This design comes from an exercise in tuning for small area on the open sky130 flow, not from production work.
No functional check of the RTL was part of any run shown here.
Power and IR drop assume default switching activity.

**design.v**
```verilog
module command_parser_top #(
  parameter int DIVISOR      = 434,
  parameter int SAMPLE_PHASE = DIVISOR / 2,
  parameter int NUM_REGS     = 32
) (
  input  logic clk,
  input  logic i_reset,
  input  logic i_rx,
  output logic o_tx
);
  localparam int CW = $clog2(DIVISOR);
  localparam int AW = (NUM_REGS > 1) ? $clog2(NUM_REGS) : 1;
  localparam int PW = AW + 2;                  
  localparam int NSLOT = 1 << PW;              
  localparam logic [7:0]    CMD_WRITE = 8'hAA;
  localparam logic [7:0]    CMD_READ  = 8'h00;
  typedef enum logic [2:0] {IDLE, GET_ADDR, GET_DATA, EXEC, SEND} state_t;
  function automatic logic [CW-1:0] lfsr_next(input logic [CW-1:0] s);
    lfsr_next = {s[CW-2:0], ~(s[8] ^ s[4])};
  endfunction
  function automatic logic [CW-1:0] lfsr_at(input int n);
    logic [CW-1:0] s;
    s = '0;
    for (int i = 0; i < n; i++) s = lfsr_next(s);
    lfsr_at = s;
  endfunction
  localparam logic [CW-1:0] BIT_LAST  = lfsr_at(DIVISOR - 1);
  localparam logic [CW-1:0] SAMPLE_AT = lfsr_at(SAMPLE_PHASE);
  typedef enum logic [1:0] {RX_IDLE, RX_START, RX_DATA} rx_state_t;
  logic            rx_meta, rx_sync, rx_prev;
  rx_state_t       rx_state, rx_state_n;
  logic [CW-1:0]   rx_cnt, rx_cnt_n;
  logic [8:0]      rx_sh, rx_sh_n;
  logic            rx_valid, rx_valid_n;
  logic [7:0]      rx_byte;
  assign rx_byte = rx_sh[8:1];
  always_ff @(posedge clk or posedge i_reset) begin
    if (i_reset) begin
      rx_meta  <= 1'b1;
      rx_sync  <= 1'b1;
      rx_prev  <= 1'b1;
      rx_state <= RX_IDLE;
      rx_sh    <= 9'd0;
      rx_valid <= 1'b0;
    end else begin
      rx_meta  <= i_rx;
      rx_sync  <= rx_meta;
      rx_prev  <= rx_sync;
      rx_state <= rx_state_n;
      rx_sh    <= rx_sh_n;
      rx_valid <= rx_valid_n;
    end
  end
  always_ff @(posedge clk) rx_cnt <= rx_cnt_n;
  always_comb begin
    rx_state_n = rx_state;
    rx_cnt_n   = lfsr_next(rx_cnt);
    rx_sh_n    = rx_sh;
    rx_valid_n = 1'b0;
    case (rx_state)
      RX_IDLE: begin
        rx_cnt_n = '0;
        if (rx_prev && !rx_sync) rx_state_n = RX_START;
      end
      RX_START: begin
        if (rx_cnt == SAMPLE_AT) begin
          rx_cnt_n = '0;
          rx_sh_n  = 9'h100;
          if (rx_sync) rx_state_n = RX_IDLE;
          else         rx_state_n = RX_DATA;
        end
      end
      default: begin
        if (rx_cnt == BIT_LAST) begin
          rx_cnt_n = '0;
          if (rx_sh[0]) begin
            rx_state_n = RX_IDLE;
            rx_valid_n = rx_sync;
          end else begin
            rx_sh_n = {rx_sync, rx_sh[8:1]};
          end
        end
      end
    endcase
  end
  logic [PW-1:0]        phase;      
  logic                 clr;        
  logic [8*NSLOT-1:0]   ring;
  logic [7:0]           tap;
  logic                 hit;
  logic                 wr_pend;
  logic                 ins;
  logic [AW-1:0]   idx;
  logic            in_range;
  logic [1:0]      byte_cnt;
  assign tap = ring[8*NSLOT-1 -: 8];
  assign hit = (phase == {idx, byte_cnt});
  assign ins = clr || (wr_pend && hit);
  always_ff @(posedge clk or posedge i_reset) begin
    if (i_reset) begin
      phase <= '0;
      clr   <= 1'b1;
    end else begin
      phase <= phase + PW'(1);
      if (&phase) clr <= 1'b0;
    end
  end
  always_ff @(posedge clk) begin
    ring <= {ring[8*NSLOT-9:0], ins ? rx_byte : tap};
  end
  logic [10:0]     tx_sh;
  logic [CW-1:0]   tx_cnt;
  logic            tx_idle, tx_end, tx_last, tx_ready, tx_load;
  assign o_tx     = tx_sh[0];
  assign tx_last  = (tx_cnt == BIT_LAST);
  assign tx_idle  = (tx_sh[10:1] == 10'd0);
  assign tx_ready = (tx_sh[10:2] == 9'd0) && (!tx_sh[1] || tx_last);
  always_ff @(posedge clk or posedge i_reset) begin
    if (i_reset) begin
      tx_sh <= 11'd1;
    end else if (tx_load) begin
      tx_sh <= {2'b11, 8'h00, 1'b0};
    end else if (!tx_idle) begin
      if (tx_last)                         tx_sh <= {1'b0, tx_sh[10:1]};
      else if (tx_sh[10] && in_range && hit) tx_sh[8:1] <= tap;
    end
  end
  always_ff @(posedge clk) begin
    if (tx_load || tx_last) tx_cnt <= '0;
    else                    tx_cnt <= lfsr_next(tx_cnt);
  end
  state_t          state, state_n;
  logic            is_write;
  always_ff @(posedge clk or posedge i_reset) begin
    if (i_reset) state <= IDLE;
    else         state <= state_n;
  end
  always_comb begin
    state_n = state;
    tx_load = 1'b0;
    case (state)
      IDLE:     if (rx_valid && ((rx_byte == CMD_WRITE) || (rx_byte == CMD_READ))) state_n = GET_ADDR;
      GET_ADDR: if (rx_valid) state_n = GET_DATA;
      GET_DATA: if (rx_valid && (byte_cnt == 2'd3)) state_n = EXEC;
      EXEC:     if (is_write) state_n = IDLE; else state_n = SEND;
      SEND: begin
        if (tx_ready) begin
          tx_load = 1'b1;
          if (byte_cnt == 2'd3) state_n = IDLE;
        end
      end
      default:  state_n = IDLE;
    endcase
  end
  always_ff @(posedge clk or posedge i_reset) begin
    if (i_reset) wr_pend <= 1'b0;
    else if (state == GET_DATA && rx_valid && is_write && in_range) wr_pend <= 1'b1;
    else if (hit) wr_pend <= 1'b0;
  end
  always_ff @(posedge clk) begin
    case (state)
      IDLE:     if (rx_valid) is_write <= (rx_byte == CMD_WRITE);
      GET_ADDR: if (rx_valid) begin
                  idx      <= rx_byte[AW-1:0];
                  in_range <= (32'(rx_byte) < 32'(NUM_REGS));
                  byte_cnt <= 2'd0;
                end
      GET_DATA: if (rx_valid) byte_cnt <= byte_cnt + 2'd1;
      EXEC:     byte_cnt <= 2'd0;
      SEND:     if (tx_load) byte_cnt <= byte_cnt + 2'd1;
      default: ;
    endcase
  end
endmodule
```
**run.sh**
```bash
#!/bin/bash
# synth_recipe.tcl (not shown) runs the flow's synth.tcl, then flattens the netlist and writes it again
# the make line also repeats each setting of config.mk as NAME=value (left out here)
make -C /OpenROAD-flow-scripts/flow DESIGN_CONFIG=/design/flow/config.mk WORK_HOME=/design/flow/orfs CLKGATE_MAP_FILE= SYNTH_SCRIPT=/design/flow/synth_recipe.tcl finish
```
**config.mk**
```make
export PLATFORM = sky130hd
export DESIGN_NAME = command_parser_top
export DESIGN_NICKNAME = command_parser_top
export VERILOG_FILES = /design/flow/design.v
export SDC_FILE = /design/flow/constraint.sdc
export NUM_CORES = 4
export LEC_CHECK = 0
export CAP_MARGIN = 20
export CORE_MARGIN = 2
export CORE_UTILIZATION = 70
export CTS_BUF_LIST = sky130_fd_sc_hd__clkbuf_16
export CTS_CLUSTER_DIAMETER = 100
export CTS_CLUSTER_SIZE = 30
export SLEW_MARGIN = 20
```
**constraint.sdc**
```tcl
create_clock -name core_clock -period 10.0 [get_ports {clk}]
set_input_delay 2.0000 -clock core_clock [delete_from_list [all_inputs] [get_ports {clk}]]
set_output_delay 2.0000 -clock core_clock [all_outputs]
set_load 0.01 [all_outputs]
```
==> results of run 1 <==
==> placed cells by master, fill, tap and decap left out, drive strengths merged, types with 5 or more instances in the layout <==
cell type,instances
a21oi,5
a221oi,8
a22o,7
and2,11
and3,7
clkbuf,42
dfrtp,33
dfstp,5
dfxtp,1042
edfxtp,9
inv,23
mux2,8
nand2,13
nand2b,5
nand3,6
nand4,5
nor2,6
nor3,11
nor3b,6
nor4,5
o311ai,8
xnor2,10
xor2,5
==> worst max path at each step <==
| stage | startpoint | depth (start not counted) | end | slack, ps |
|---|---|---|---|---|
| 2_1_floorplan | i_reset | 1 | phase[0] | 7150 |
| 3_3_place_gp | tx_sh[0] | 1 | o_tx | 6970 |
| 3_5_place_dp | tx_sh[0] | 1 | o_tx | 6950 |
| 4_1_cts | tx_sh[0] | 1 | o_tx | 6310 |
| 5_1_grt | tx_sh[0] | 1 | o_tx | 6280 |
| 6_report | tx_sh[0] | 1 | o_tx | 6360 |
==> sequential cells by signal, summed over array words and instances, names as in the netlist <==
name      count
rx_cnt        9
clr           1
byte_cnt      2
rx_meta       1
rx_valid      1
in_range      1
rx_sh         9
wr_pend       1
is_write      1
idx           5
tx_cnt        9
tx_sh        11
state         3
phase         7
rx_sync       1
rx_prev       1
ring       1024
rx_state      2
==> where the power goes <==
group	leakage (nW)	internal, mW	switching (mW)
Clock	0.578	0.774	1.16
Combinational	0.466	0.0296	0.0276
Sequential	8.96	4.36	0.0236
Total	10.0	5.17	1.21
==> cell families (layout without fill, tap and decap cells) <==
logic type,count (synthesis),after routing
buffers and inverters,22,71
flip-flops,1089,1089
AO/OA/AOI/OAI,50,50
XOR/XNOR,15,15
multiplexers,8,8
adder cells (fa/ha/maj),2,2
AND/OR/NAND/NOR,92,92
==> area by class of cell <==
class                           count  area, sq um  area share
Sequential cell                  1089        22100       0.880
Multi-Input combinational cell    167         1220      0.0488
Clock buffer                       42         1050      0.0419
Tap cell                          442          553      0.0220
Clock inverter                     10         76.3     0.00304
Inverter                           15         56.3     0.00224
Timing Repair Buffer                4         37.5     0.00150
==> per-layer routing <==
layer | global-route usage | share of wire
met1 | 0.242 | 0.52
met2 | 0.228 | 0.42
met3 | 0.0332 | 0.037
met4 | 0.0488 | 0.021
met5 | 0 | 0
==> stage by stage <==
stage               instances  setup slack (ps)  instance area, sq um
floorplan                1278              7150                 23400
global placement         1717              6970                 24000
detailed placement       1717              6950                 24000
CTS                      1769              6310                 25100
global route             1769              6280                 25100
finish                   1769              6360                 25100
==> PnR_summary.wiki, run 1 <==
{| class="wikitable"
! Metric !! Value
|-
| Fraction of layout instances using a drive strength above 1 || 0.0482
|-
| Vias in the first global route || around 8300
|-
| EDFF count, synth || 9
|-
| Post-CTS Setup Repair Bufs || 0
|-
| Netlist area before placement || 0.0234 sq mm
|-
| Setup TNS Final || 0 ps
|-
| Xor/xnor cell area share of the yosys netlist || 0.00594
|-
| Number of routed nets with antenna violations || 0
|-
| Peak VDD IR || between 200 and 250 uV
|-
| Biggest area contributors in the synthesized netlist || sky130_fd_sc_hd__dfxtp_1, sky130_fd_sc_hd__dfrtp_1, sky130_fd_sc_hd__edfxtp_1
|-
| Site row count || 66
|-
| DP Wirelength || 12.4 mm
|-
| Number of antenna violations at the first check in global routing || 0
|-
| PostCTS Resize Cnt || 0
|-
| Via count || 8183
|-
| Final Critical Period || 3640 ps
|-
| Type of element capturing the critical path || primary output
|-
| Most common cell in the synthesized netlist || sky130_fd_sc_hd__dfxtp_1
|-
| Number of antenna repair diodes || 0
|-
| Average wire per cell in the routed design || 14.8 microns
|-
| Total of max-cap violations || 0
|-
| Number of nets produced by synthesis || 1283
|-
| Clock sink count || 1089
|-
| Simple-gate share of the synthesized area || 0.0239
|-
| Share of the yosys chip area belonging to registers || 0.944
|-
| Setup repair after global routing missed its margin || false
|-
| Number of synthesized register bits || between 1000 and 1500
|-
| Number of endpoints with negative hold slack in the final report || 0
|-
| Synth cell count leaders || sky130_fd_sc_hd__dfxtp_1, sky130_fd_sc_hd__dfrtp_1, sky130_fd_sc_hd__inv_1
|-
| Root Buffer Master || sky130_fd_sc_hd__clkbuf_16
|-
| Final period utilization || 0.364
|-
| Final weighted congestion in routability-driven placement || 0.754
|-
| Drt drc || 0
|-
| Leakage power of the design || 10.0 nW
|-
| GRT Util Overall || 0.158
|-
| Min-delay src || ring[245]
|-
| First drt pass iteration count || 6
|-
| Clock transition at path regs || 110 ps
|-
| Arrival time at the worst endpoint || 1640 ps
|-
| Synth cell types || between 50 and 60
|-
| Main flop type after synthesis || sky130_fd_sc_hd__dfxtp_1
|-
| Slew at the pin with the worst max-slew slack || 940 ps
|-
| Number of max-slew violations in the final report || 0
|-
| Setup crit start kind || register
|-
| Count of hold buffers inserted by post-cts repair || 0
|-
| Hold worst-path end || ring[253]
|-
| Number of cells on the worst reg-to-reg path || 4
|-
| Delay of the slowest cell on the worst path || 550 ps
|-
| Result of the run || timing/DRC/antenna clean
|-
| Maximum number of buffers from clock root to sink || 3
|-
| Peak fanout along the critical path || 2
|-
| Final-stage net count || 1324
|-
| Post-Syn Instances || 1278
|-
| Required arrival time at the worst endpoint || around 8000 ps
|-
| Width of the die || 187 microns
|-
| Deepest level of the CTS H-tree || 2
|-
| Number of input and output port buffers inserted || 3
|-
| Global route overflow || 0
|-
| Slowest stage cell, crit path || sky130_fd_sc_hd__dfstp_2
|-
| Reg2reg end || tx_sh[2]
|-
| Post-synthesis compound-gate area fraction || 0.0175
|-
| Total power consumption of the routed design || 6.38 mW
|-
| Share of synthesized registers carrying an async set or reset || 0.0349
|-
| Synthesized area per cell || 18.3 sq um
|-
| CTS tree || built
|-
| FF-to-FF setup slack || 7470 ps
|-
| P&R area growth vs syn || 7.22%
|-
| Number of buffer and inverter instances along the worst setup path || 1
|-
| First-pass GRT wire length || between 40 and 50 mm
|-
| Number of cells on the worst hold path || 0
|-
| Multiplexer share of the synthesized area || 0.00385
|-
| Number of setup violations in the final report || 0
|-
| Final-layout worst hold slack || 321 ps
|-
| Setup Crit Path Kind || reg -> out
|-
| Initial Util || 0.715
|-
| Max Clk Rate || 0.275 GHz
|-
| Synthesized-area fraction occupied by adder cells || 0.00107
|-
| Height of the chip || 187 microns
|-
| Count of filler cells inserted in the layout || 1830
|-
| HP Class || reg -> reg
|-
| TritonCTS buffer count || 42
|-
| Worst slew margin relative to its limit || 0.369
|-
| Launch instance of the worst register-to-register path || tx_sh[2]
|-
| Synth area leader || sky130_fd_sc_hd__dfxtp_1
|-
| Yosys top cell area share || 0.892
|-
| Core Region || around 0.033 sq mm
|-
| Die Outline Area || 0.0349 sq mm
|-
| Number of warnings issued by yosys || 1
|-
| Setup clock skew after layout || 19.2 ps
|-
| Cell class contributing the biggest share of worst-path delay || flip-flops
|-
| I/O pin cnt || 4
|-
| Clock network latency to the later pin of the worst-skew pair || 570 ps
|-
| Pwr Density || roughly 250 mW/mm^2
|-
| DRC marker count from the first detailed-route iteration || 459
|-
| Via density per instance || around 4.6
|-
| CP cell instances || clkdlybuf4s50_1
|-
| Final core area utilization || 0.767
|-
| Pin count of the biggest net entering global routing || 39
|-
| Combinational family with the most area after synthesis || simple AND/OR/NAND/NOR gates
|-
| Final routed wirelength across all metal layers || 26.2 mm
|}
==> run 2: changes to the inputs <==
--- a/config.mk
+++ b/config.mk
@@ -10,5 +10,5 @@
 export CORE_UTILIZATION = 70
 export CTS_BUF_LIST = sky130_fd_sc_hd__clkbuf_16
-export CTS_CLUSTER_DIAMETER = 100
-export CTS_CLUSTER_SIZE = 30
+export CTS_CLUSTER_DIAMETER = 60
+export CTS_CLUSTER_SIZE = 34
 export SLEW_MARGIN = 20
==> run 2 against run 1 <==
  * Register-to-register slack better by 20 ps
  * Setup slack worse by 8.8 ps
  * Count of clock-buffer cells in the layout up 1
  * Critical path type unchanged
  * Synthesized cell count unchanged
  * Via count is the same
  * Clock skew is 0.83 ps higher
  * Final cell count up 0.68%
  * Die area unchanged
  * Critical endpoint unchanged
==> PnR_summary.wiki, run 2 <==
{| class="wikitable"
! Metric !! Value
|-
| Result of the run || timing/DRC/antenna clean
|-
| Launch instance of the worst register-to-register path || state[0]
|-
| Share of the yosys chip area belonging to registers || 0.944 (unchanged)
|-
| Logic depth of the worst setup path including buffers || 1 (unchanged)
|-
| Die Outline Area || 0.0349 sq mm (unchanged)
|-
| Drt drc || 0 (unchanged)
|-
| Fraction of layout instances using a drive strength above 1 || 0.0575 (+0.00928)
|-
| First drt pass iteration count || 4 (-2)
|-
| Largest reg by FF count || ring
|-
| Setup TNS Final || 0 ps (unchanged)
|-
| DP Wirelength || 12.4 mm (unchanged)
|-
| Delay of the slowest cell on the worst path || 550 ps (about the same)
|-
| Core Region || 0.0327 sq mm (unchanged)
|-
| Setup Crit Path Kind || reg -> out
|-
| Number of endpoints with negative hold slack in the final report || 0 (unchanged)
|-
| Setup crit start kind || register
|-
| Final Critical Period || 3650 ps (+8.76 ps)
|-
| Type of element capturing the critical path || primary output
|-
| Number of synthesized register bits || 1089 (unchanged)
|-
| Count of hold buffers inserted by post-cts repair || 0 (unchanged)
|-
| Synth area leader || sky130_fd_sc_hd__dfxtp_1
|-
| Post-Syn Instances || 1278 (unchanged)
|-
| Clock transition at path regs || 120 ps (about the same)
|-
| P&R area growth vs syn || 8.15%
|-
| Worst slew margin relative to its limit || 0.383 (+0.0145)
|-
| Clock sink count || 1089 (unchanged)
|-
| Reg2reg end || tx_sh[2]
|-
| Slew at the pin with the worst max-slew slack || 918 ps (-21.6 ps)
|-
| Max Clk Rate || 0.274 GHz (-0.24%)
|-
| Vias in the first global route || 8254 (-0.49%)
|-
| Via count || 8183 (unchanged)
|-
| Biggest area contributors in the synthesized netlist || sky130_fd_sc_hd__dfxtp_1, sky130_fd_sc_hd__dfrtp_1, sky130_fd_sc_hd__edfxtp_1
|-
| Required arrival time at the worst endpoint || 8000 ps (about the same)
|-
| Number of warnings issued by yosys || 1 (unchanged)
|-
| Commonest cells after routing, fill and taps aside || sky130_fd_sc_hd__dfxtp_1, sky130_fd_sc_hd__clkbuf_16, sky130_fd_sc_hd__dfrtp_1
|-
| Smallest setup slack after layout || 6350 ps (-8.76 ps)
|-
| Count of filler cells inserted in the layout || 1807 (-1.3%)
|-
| TritonCTS buffer count || 41 (-2.4%)
|-
| Most common cell in the synthesized netlist || sky130_fd_sc_hd__dfxtp_1
|-
| Peak VDD IR || 212 uV (+5.3%)
|-
| Netlist area before placement || 0.0234 sq mm (unchanged)
|-
| Yosys top cell area share || 0.892 (unchanged)
|-
| Peak fanout along the critical path || 2 (unchanged)
|-
| HP Class || reg -> reg
|-
| Number of buffer and inverter instances along the worst setup path || 1 (unchanged)
|-
| CTS tree || built
|-
| Global route overflow || 0 (unchanged)
|-
| Final-layout worst hold slack || 319 ps (-1.88 ps)
|-
| EDFF count, synth || 9 (unchanged)
|-
| Number of antenna repair diodes || 0 (unchanged)
|-
| Number of nets produced by synthesis || 1283 (unchanged)
|-
| Leakage power of the design || 10.1 nW (+0.98%)
|-
| Via density per instance || 4.59 (-0.67%)
|-
| Synthesized area per cell || 18.3 sq um (unchanged)
|-
| First-pass GRT wire length || 44.0 mm (-0.37%)
|-
| Max FFs per register || 1024 (unchanged)
|-
| Root Buffer Master || sky130_fd_sc_hd__clkbuf_16
|-
| Final period utilization || 0.365 (+0.000876)
|-
| Number of input and output port buffers inserted || 3 (unchanged)
|-
| Arrival time at the worst endpoint || 1650 ps (about the same)
|-
| Maximum number of buffers from clock root to sink || 3 (unchanged)
|-
| DRC marker count from the first detailed-route iteration || 429 (-6.5%)
|-
| Cell class contributing the biggest share of worst-path delay || flip-flops
|-
| Number of max-slew violations in the final report || 0 (unchanged)
|-
| Pin count of the biggest net entering global routing || 39 (unchanged)
|-
| Setup clock skew after layout || 20.1 ps (+0.825 ps)
|-
| I/O pin cnt || 4 (unchanged)
|-
| Final routed wirelength across all metal layers || 26.6 mm (+1.4%)
|-
| CP cell instances || clkdlybuf4s50_1
|-
| Pwr Density || 260 mW/mm^2 (+2.4%)
|-
| Clock network latency to the later pin of the worst-skew pair || 580 ps (about the same)
|-
| Number of setup violations in the final report || 0 (unchanged)
|-
| Slowest stage cell, crit path || sky130_fd_sc_hd__dfstp_2
|-
| Setup repair after global routing missed its margin || false
|-
| Height of the chip || 187 microns (unchanged)
|-
| Number of cells on the worst reg-to-reg path || 4 (unchanged)
|-
| Total of max-cap violations || 0 (unchanged)
|-
| Synth cell count leaders || sky130_fd_sc_hd__dfxtp_1, sky130_fd_sc_hd__dfrtp_1, sky130_fd_sc_hd__inv_1
|-
| Largest registers || ring x1024, tx_sh x11
|-
| GRT Util Overall || 0.158 (about the same)
|-
| FF-to-FF setup slack || 7490 ps (+20 ps)
|-
| Width of the die || 187 microns (unchanged)
|-
| Most frequent standard cell in the layout excluding fill and tap cells || sky130_fd_sc_hd__dfxtp_1
|-
| Final weighted congestion in routability-driven placement || 0.754 (unchanged)
|-
| Initial Util || 0.715 (unchanged)
|-
| Worst setup endpoint || o_tx
|-
| Average wire per cell in the routed design || 14.9 microns (+0.70%)
|-
| Number of antenna violations at the first check in global routing || 0 (unchanged)
|-
| Deepest level of the CTS H-tree || 2 (unchanged)
|-
| Setup WS pre-CTS || 6950 ps (unchanged)
|-
| PostCTS Resize Cnt || 0 (unchanged)
|-
| Number of routed nets with antenna violations || 0 (unchanged)
|-
| Main flop type after synthesis || sky130_fd_sc_hd__dfxtp_1
|-
| Post-CTS Setup Repair Bufs || 0 (unchanged)
|-
| Beginning of the critical path || tx_sh[0]
|-
| Synth cell types || 53 (unchanged)
|-
| Final-stage net count || 1323 (-0.076%)
|-
| Share of synthesized registers carrying an async set or reset || 0.0349 (unchanged)
|-
| Site row count || 66 (unchanged)
|}
-- run 2: worst min-delay path by stage --
stage	startpoint	endpoint	slack, ps	cells past startpoint
final	ring[475]	ring[483]	320	0
after global placement	ring[538]	ring[546]	310	0
after global routing	ring[62]	ring[70]	330	0
after floorplan	ring[992]	ring[1000]	310	0
after CTS	ring[475]	ring[483]	330	0
after detailed placement	ring[247]	ring[255]	310	0
-- run 2: final cells by class --
cell class / count / area [sq um] / share of cell area
repair buffers: 4 / 37.5 / 0.00148
multi-input cells: 167 / 1220 / 0.0484
clock inverters: 21 / 269 / 0.0106
well taps: 442 / 553 / 0.0219
flip-flops and latches: 1089 / 22100 / 0.873
clock buffers: 43 / 1080 / 0.0425
inverters: 15 / 56.3 / 0.00223
-- run 2: stage by stage --
stage | util | total power, mW | instance area, sq um | cells
2_1_floorplan | - | 4.52 | 23400 | 1278
3_3_place_gp | 0.733 | 4.54 | 24000 | 1717
3_5_place_dp | 0.733 | 4.54 | 24000 | 1717
4_1_cts | 0.774 | 6.63 | 25300 | 1781
5_1_grt | 0.774 | 6.79 | 25300 | 1781
6_report | 0.774 | 6.59 | 25300 | 1781
-- run 2: logic make-up after synthesis --
logic type	Yosys count	synth area share
multiplexers	8	0.00385
XOR/XNOR	15	0.00594
buffers and inverters	22	0.00364
flip-flops	1089	0.944
adder cells (fa/ha/maj)	2	0.00107
AO/OA/AOI/OAI	50	0.0175
AND/OR/NAND/NOR	92	0.0239
-- run 2: routing by layer --
layer	share of wire	vias up	global-route usage
met3	0.032	42	0.0317
li1	-	4152	-
met2	0.41	85	0.224
met4	0.022	0	0.0507
met5	0	-	0
met1	0.53	3904	0.246
-- run 2: power by group --
part	total (mW)	switching, mW	leakage, nW	internal (mW)
logic	0.0566	0.0270	0.466	0.0296
clock network	2.14	1.24	0.676	0.900
registers	4.39	0.0223	8.96	4.36
==> run 3: changes to the inputs <==
--- a/config.mk
+++ b/config.mk
@@ -10,5 +10,6 @@
 export CORE_UTILIZATION = 70
 export CTS_BUF_LIST = sky130_fd_sc_hd__clkbuf_16
-export CTS_CLUSTER_DIAMETER = 60
+export CTS_CLUSTER_DIAMETER = 150
 export CTS_CLUSTER_SIZE = 34
+export PLACE_DENSITY = 0.75
 export SLEW_MARGIN = 20
==> run 3 against run 2 <==
  * Critical path depth unchanged
  * First-iteration DRC count increased by 19%
  * Still clean on timing, DRC and antenna
  * Flip-flop and latch count unchanged
  * Register-to-register slack got worse by 40 ps
  * Hold slack lost 35 ps
  * Non-clock buffer count stayed put
  * Via count rose by 1.1%
  * Maximum frequency fell by 0.38%
==> PnR_summary.wiki, run 3 <==
{| class="wikitable"
! Metric !! Value
|-
| Result of the run || timing/DRC/antenna clean
|-
| DRC marker count from the first detailed-route iteration || 510 (+19%)
|-
| Share of the yosys chip area belonging to registers || 0.944 (unchanged)
|-
| Initial Util || 0.715 (unchanged)
|-
| Site row count || 66 (unchanged)
|-
| P&R area growth vs syn || 6.94%
|-
| Vias in the first global route || 8760 (+6.1%)
|-
| Worst setup endpoint || o_tx
|-
| Reg2reg end || tx_sh[2]
|-
| Count of hold buffers inserted by post-cts repair || 0 (unchanged)
|-
| Maximum number of buffers from clock root to sink || 3 (unchanged)
|-
| Sequential standard cell area || 0.0221 sq mm (unchanged)
|-
| Leakage power of the design || 9.97 nW (-1.3%)
|-
| Netlist area before placement || 0.0234 sq mm (unchanged)
|-
| Post-Syn Instances || 1278 (unchanged)
|-
| Smallest setup slack after layout || 6340 ps (-14.0 ps)
|-
| Clock transition at path regs || 120 ps (about the same)
|-
| Final core area utilization || 0.765 (-0.00869)
|-
| Type of element capturing the critical path || primary output
|-
| Required arrival time at the worst endpoint || 8000 ps (about the same)
|-
| Average wire per cell in the routed design || 17.0 microns (+14%)
|-
| Number of nets produced by synthesis || 1283 (unchanged)
|-
| Synth cell count leaders || sky130_fd_sc_hd__dfxtp_1, sky130_fd_sc_hd__dfrtp_1, sky130_fd_sc_hd__inv_1
|-
| Drt drc || 0 (unchanged)
|-
| Main flop type after synthesis || sky130_fd_sc_hd__dfxtp_1
|-
| Peak VDD IR || 221 uV (+4.0%)
|-
| Beginning of the critical path || tx_sh[0]
|-
| Setup repair after global routing missed its margin || false
|-
| Final Critical Period || 3660 ps (+14.0 ps)
|-
| Number of cells on the worst reg-to-reg path || 4 (unchanged)
|-
| Largest registers || ring x1024, tx_sh x11
|-
| GRT Util Overall || 0.179 (+0.0213)
|-
| Number of antenna violations at the first check in global routing || 0 (unchanged)
|-
| Number of endpoints with negative hold slack in the final report || 0 (unchanged)
|-
| First-pass GRT wire length || 48.9 mm (+11%)
|-
| DP Wirelength || 13.6 mm (+9.6%)
|-
| Number of input and output port buffers inserted || 3 (unchanged)
|-
| Via density per instance || 4.69 (+2.0%)
|-
| Max Clk Rate || 0.273 GHz (-0.38%)
|-
| PostCTS Resize Cnt || 0 (unchanged)
|-
| Max FFs per register || 1024 (unchanged)
|-
| Global route overflow || 0 (unchanged)
|-
| Number of routed nets with antenna violations || 0 (unchanged)
|-
| Number of max-slew violations in the final report || 0 (unchanged)
|-
| Height of the chip || 187 microns (unchanged)
|-
| FF-to-FF setup slack || 7450 ps (-40 ps)
|-
| Number of synthesized register bits || 1089 (unchanged)
|-
| Number of warnings issued by yosys || 1 (unchanged)
|-
| Fraction of layout instances using a drive strength above 1 || 0.0468 (-0.0107)
|-
| Setup TNS Final || 0 ps (unchanged)
|-
| Share of synthesized registers carrying an async set or reset || 0.0349 (unchanged)
|-
| Setup WS pre-CTS || 6930 ps (-22.7 ps)
|-
| Clock network latency to the later pin of the worst-skew pair || 570 ps (about the same)
|-
| Yosys top cell area share || 0.892 (unchanged)
|-
| Multi-input gate area || 0.00122 sq mm (unchanged)
|-
| Setup clock skew after layout || 39.0 ps (+19.0 ps)
|-
| Synth cell types || 53 (unchanged)
|-
| Synth area leader || sky130_fd_sc_hd__dfxtp_1
|-
| Total of max-cap violations || 0 (unchanged)
|-
| Pwr Density || 255 mW/mm^2 (-2.2%)
|-
| Width of the die || 187 microns (unchanged)
|-
| Most frequent standard cell in the layout excluding fill and tap cells || sky130_fd_sc_hd__dfxtp_1
|-
| Root Buffer Master || sky130_fd_sc_hd__clkbuf_16
|-
| Number of antenna repair diodes || 0 (unchanged)
|-
| I/O pin cnt || 4 (unchanged)
|-
| Final period utilization || 0.366 (+0.00140)
|-
| Via count || 8277 (+1.1%)
|-
| Setup Crit Path Kind || reg -> out
|-
| Final routed wirelength across all metal layers || 29.9 mm (+13%)
|-
| Arrival time at the worst endpoint || 1660 ps (about the same)
|-
| Cell class contributing the biggest share of worst-path delay || flip-flops
|-
| Slew at the pin with the worst max-slew slack || 988 ps (+69.4 ps)
|-
| Count of filler cells inserted in the layout || 1716 (-5.0%)
|-
| Worst slew margin relative to its limit || 0.336 (-0.0466)
|-
| EDFF count, synth || 9 (unchanged)
|-
| Synthesized area per cell || 18.3 sq um (unchanged)
|-
| Commonest cells after routing, fill and taps aside || sky130_fd_sc_hd__dfxtp_1, sky130_fd_sc_hd__clkbuf_16, sky130_fd_sc_hd__dfrtp_1
|-
| First drt pass iteration count || 4 (unchanged)
|-
| Setup crit start kind || register
|-
| Delay of the slowest cell on the worst path || 560 ps (about the same)
|-
| Largest reg by FF count || ring
|-
| Post-CTS Setup Repair Bufs || 0 (unchanged)
|-
| Deepest level of the CTS H-tree || 2 (unchanged)
|-
| Pin count of the biggest net entering global routing || 39 (unchanged)
|-
| HP Class || reg -> reg
|-
| Number of setup violations in the final report || 0 (unchanged)
|-
| Die Outline Area || 0.0349 sq mm (unchanged)
|-
| Number of buffer and inverter instances along the worst setup path || 1 (unchanged)
|-
| CTS tree || built
|-
| Most common cell in the synthesized netlist || sky130_fd_sc_hd__dfxtp_1
|-
| Core Region || 0.0327 sq mm (unchanged)
|-
| Final weighted congestion in routability-driven placement || 0.715 (-5.2%)
|-
| Biggest area contributors in the synthesized netlist || sky130_fd_sc_hd__dfxtp_1, sky130_fd_sc_hd__dfrtp_1, sky130_fd_sc_hd__edfxtp_1
|-
| Clock sink count || 1089 (unchanged)
|-
| CP cell instances || clkdlybuf4s50_1
|-
| TritonCTS buffer count || 38 (-7.3%)
|-
| Slowest stage cell, crit path || sky130_fd_sc_hd__dfstp_2
|-
| Launch instance of the worst register-to-register path || state[0]
|-
| Final-layout worst hold slack || 284 ps (-35.5 ps)
|-
| Final-stage net count || 1320 (-0.23%)
|-
| Peak fanout along the critical path || 2 (unchanged)
|-
| Logic depth of the worst setup path including buffers || 1 (unchanged)
|}
-- run 3: cell counts after synthesis --
No cell type changed its count.
-- run 3: cell type report --
| type | count | share of cell area |
|---|---|---|
| multi-input combinational | 167 | 0.0489 |
| clock inverter | 10 | 0.00340 |
| timing repair buffer | 4 | 0.00150 |
| clock buffer | 39 | 0.0390 |
| inverter | 15 | 0.00225 |
| sequential | 1089 | 0.883 |
| tap | 442 | 0.0221 |
-- run 3: metal layers --
metal	global-route usage	wire length (microns)	vias to the layer above
li1	-	-	4123
met1	0.246	14100	4003
met2	0.301	14600	111
met3	0.0295	836	40
met4	0.0482	484	0
met5	0	0	-
-- run 3: where the power goes --
| group | internal, mW | switching, mW | leakage [nW] |
|---|---|---|---|
| registers | 4.36 | 0.0229 | 8.96 |
| clock network | 0.728 | 1.19 | 0.544 |
| logic | 0.0296 | 0.0293 | 0.466 |
| total | 5.12 | 1.25 | 9.97 |
-- run 3: worst min-delay path by stage --
stage | from | end | slack [ps] | cells past startpoint
after floorplan | ring[992] | ring[1000] | 310 | 0
after global placement | ring[555] | ring[563] | 310 | 0
after detailed placement | ring[139] | ring[147] | 310 | 0
after CTS | ring[325] | ring[333] | 290 | 0
after global routing | ring[325] | ring[333] | 280 | 0
final | ring[325] | ring[333] | 280 | 0
-- run 3: cell families (layout without fill, tap and decap cells) --
group                      Yosys count  count (layout)  synth area share
DFF                               1089            1089             0.944
and+or+nand+nor                     92              92            0.0239
AOI/OAI and AO/OA                   50              50            0.0175
buffers and inverters               22              68           0.00364
xor gates and xnor gates            15              15           0.00594
muxes                                8               8           0.00385
adders and majority gates            2               2           0.00107
-- run 3: per-stage QoR --
stage               instances  area [sq um]  total power, mW
finish                   1766         25000             6.37
global route             1766         25000             6.56
CTS                      1766         25000             6.41
detailed placement       1717         24000             4.54
global placement         1717         24000             4.54
floorplan                1278         23400             4.52
==> run 4: changes to the inputs <==
--- a/config.mk
+++ b/config.mk
@@ -8,8 +8,8 @@
 export CAP_MARGIN = 20
 export CORE_MARGIN = 2
-export CORE_UTILIZATION = 70
+export CORE_UTILIZATION = 80
 export CTS_BUF_LIST = sky130_fd_sc_hd__clkbuf_16
-export CTS_CLUSTER_DIAMETER = 150
-export CTS_CLUSTER_SIZE = 34
-export PLACE_DENSITY = 0.75
+export CTS_CLUSTER_DIAMETER = 100
+export CTS_CLUSTER_SIZE = 36
+export PLACE_DENSITY = 0.85
 export SLEW_MARGIN = 20
==> run 4 against run 3 <==
  * The flow now stops in detailed placement
  * Synthesized cell count unchanged
  * Synthesized area unchanged
==> PnR_summary.wiki, run 4 <==
{| class="wikitable"
! Metric !! Value
|-
| Synthesized area per cell || 18.3 sq um (unchanged)
|-
| I/O pin cnt || 4 (unchanged)
|-
| Number of warnings issued by yosys || 1 (unchanged)
|-
| Post-Syn Instances || 1278 (unchanged)
|-
| Most common cell in the synthesized netlist || sky130_fd_sc_hd__dfxtp_1
|-
| Synth cell count leaders || sky130_fd_sc_hd__dfxtp_1, sky130_fd_sc_hd__dfrtp_1, sky130_fd_sc_hd__inv_1
|-
| Final weighted congestion in routability-driven placement || 0.777 (+8.8%)
|-
| Share of synthesized registers carrying an async set or reset || 0.0349 (unchanged)
|-
| Yosys top cell area share || 0.892 (unchanged)
|-
| Number of synthesized register bits || 1089 (unchanged)
|-
| Main flop type after synthesis || sky130_fd_sc_hd__dfxtp_1
|-
| Stage where the flow stopped || detailed placement
|-
| EDFF count, synth || 9 (unchanged)
|-
| DP Wirelength || 22.2 mm (+63%)
|-
| Synth cell types || 53 (unchanged)
|-
| Synth area leader || sky130_fd_sc_hd__dfxtp_1
|-
| Biggest area contributors in the synthesized netlist || sky130_fd_sc_hd__dfxtp_1, sky130_fd_sc_hd__dfrtp_1, sky130_fd_sc_hd__edfxtp_1
|-
| Height of the chip || 175 microns (-6.3%)
|-
| Share of the yosys chip area belonging to registers || 0.944 (unchanged)
|-
| Width of the die || 175 microns (-6.3%)
|-
| Initial Util || 0.813 (+0.0975)
|-
| Error Message || [ERROR DPL-0033] detailed placement checks failed during check placement.
|-
| Number of nets produced by synthesis || 1283 (unchanged)
|-
| Result of the run || stopped before the end
|-
| Netlist area before placement || 0.0234 sq mm (unchanged)
|-
| Number of input and output port buffers inserted || 3 (unchanged)
|-
| Site row count || 62 (-6.1%)
|}
run 4: cell counts after synthesis:
Identical to the previous run, type by type.
run 4: power groups by stage:
stage | clock network, mW | registers, mW | logic, mW
after floorplan | 0 | 4.48 | 0.0462
after global placement | 0 | 4.48 | 0.0532
run 4: cell families after synthesis:
group	count (synthesis)	synth area share
flip-flops	1089	0.944
AND/OR/NAND/NOR	92	0.0239
AO/OA/AOI/OAI	50	0.0175
buffers and inverters	22	0.00364
XOR/XNOR	15	0.00594
multiplexers	8	0.00385
adder cells (fa/ha/maj)	2	0.00107
run 4: metrics by stage:
step	power (mW)	hold slack, ps	instances	worst slack (ps)
floorplan	4.52	310	1278	7150
global placement	4.53	310	1659	6970
run 4: how the worst max path moves through the flow:
stage	to	slack, ps	cells past startpoint
global placement	o_tx	6970	1
floorplan	phase[0]	7150	1

## afterwards: timing with drivers on the ports
In the flow no input, the clock included, has a driving cell. The finished layouts below were timed again as built, in two steps. Step 1 assumes that a clkbuf_16 drives the clock port and a buf_2 every other input. Step 2 moves the port delays by t, midway between the first and last clock arrival at a register: inputs arrive t later, outputs are due t later. That takes back most of the time a late clock gives input paths. Slacks: no drivers / after step 1 / after step 2; pairs: no drivers / after step 1.
run	shift t [ns]	setup WS [ns]	clock arrival spread, ns	pins driven straight from the clock port
run 1	0.613	6.358 / 6.306 / 6.918	0.025 / 0.025	1
run 2	0.618	6.349 / 6.299 / 6.917	0.026 / 0.026	1
run 3	0.609	6.335 / 6.279 / 6.889	0.053 / 0.053	1
After both steps every run listed still meets setup and hold.
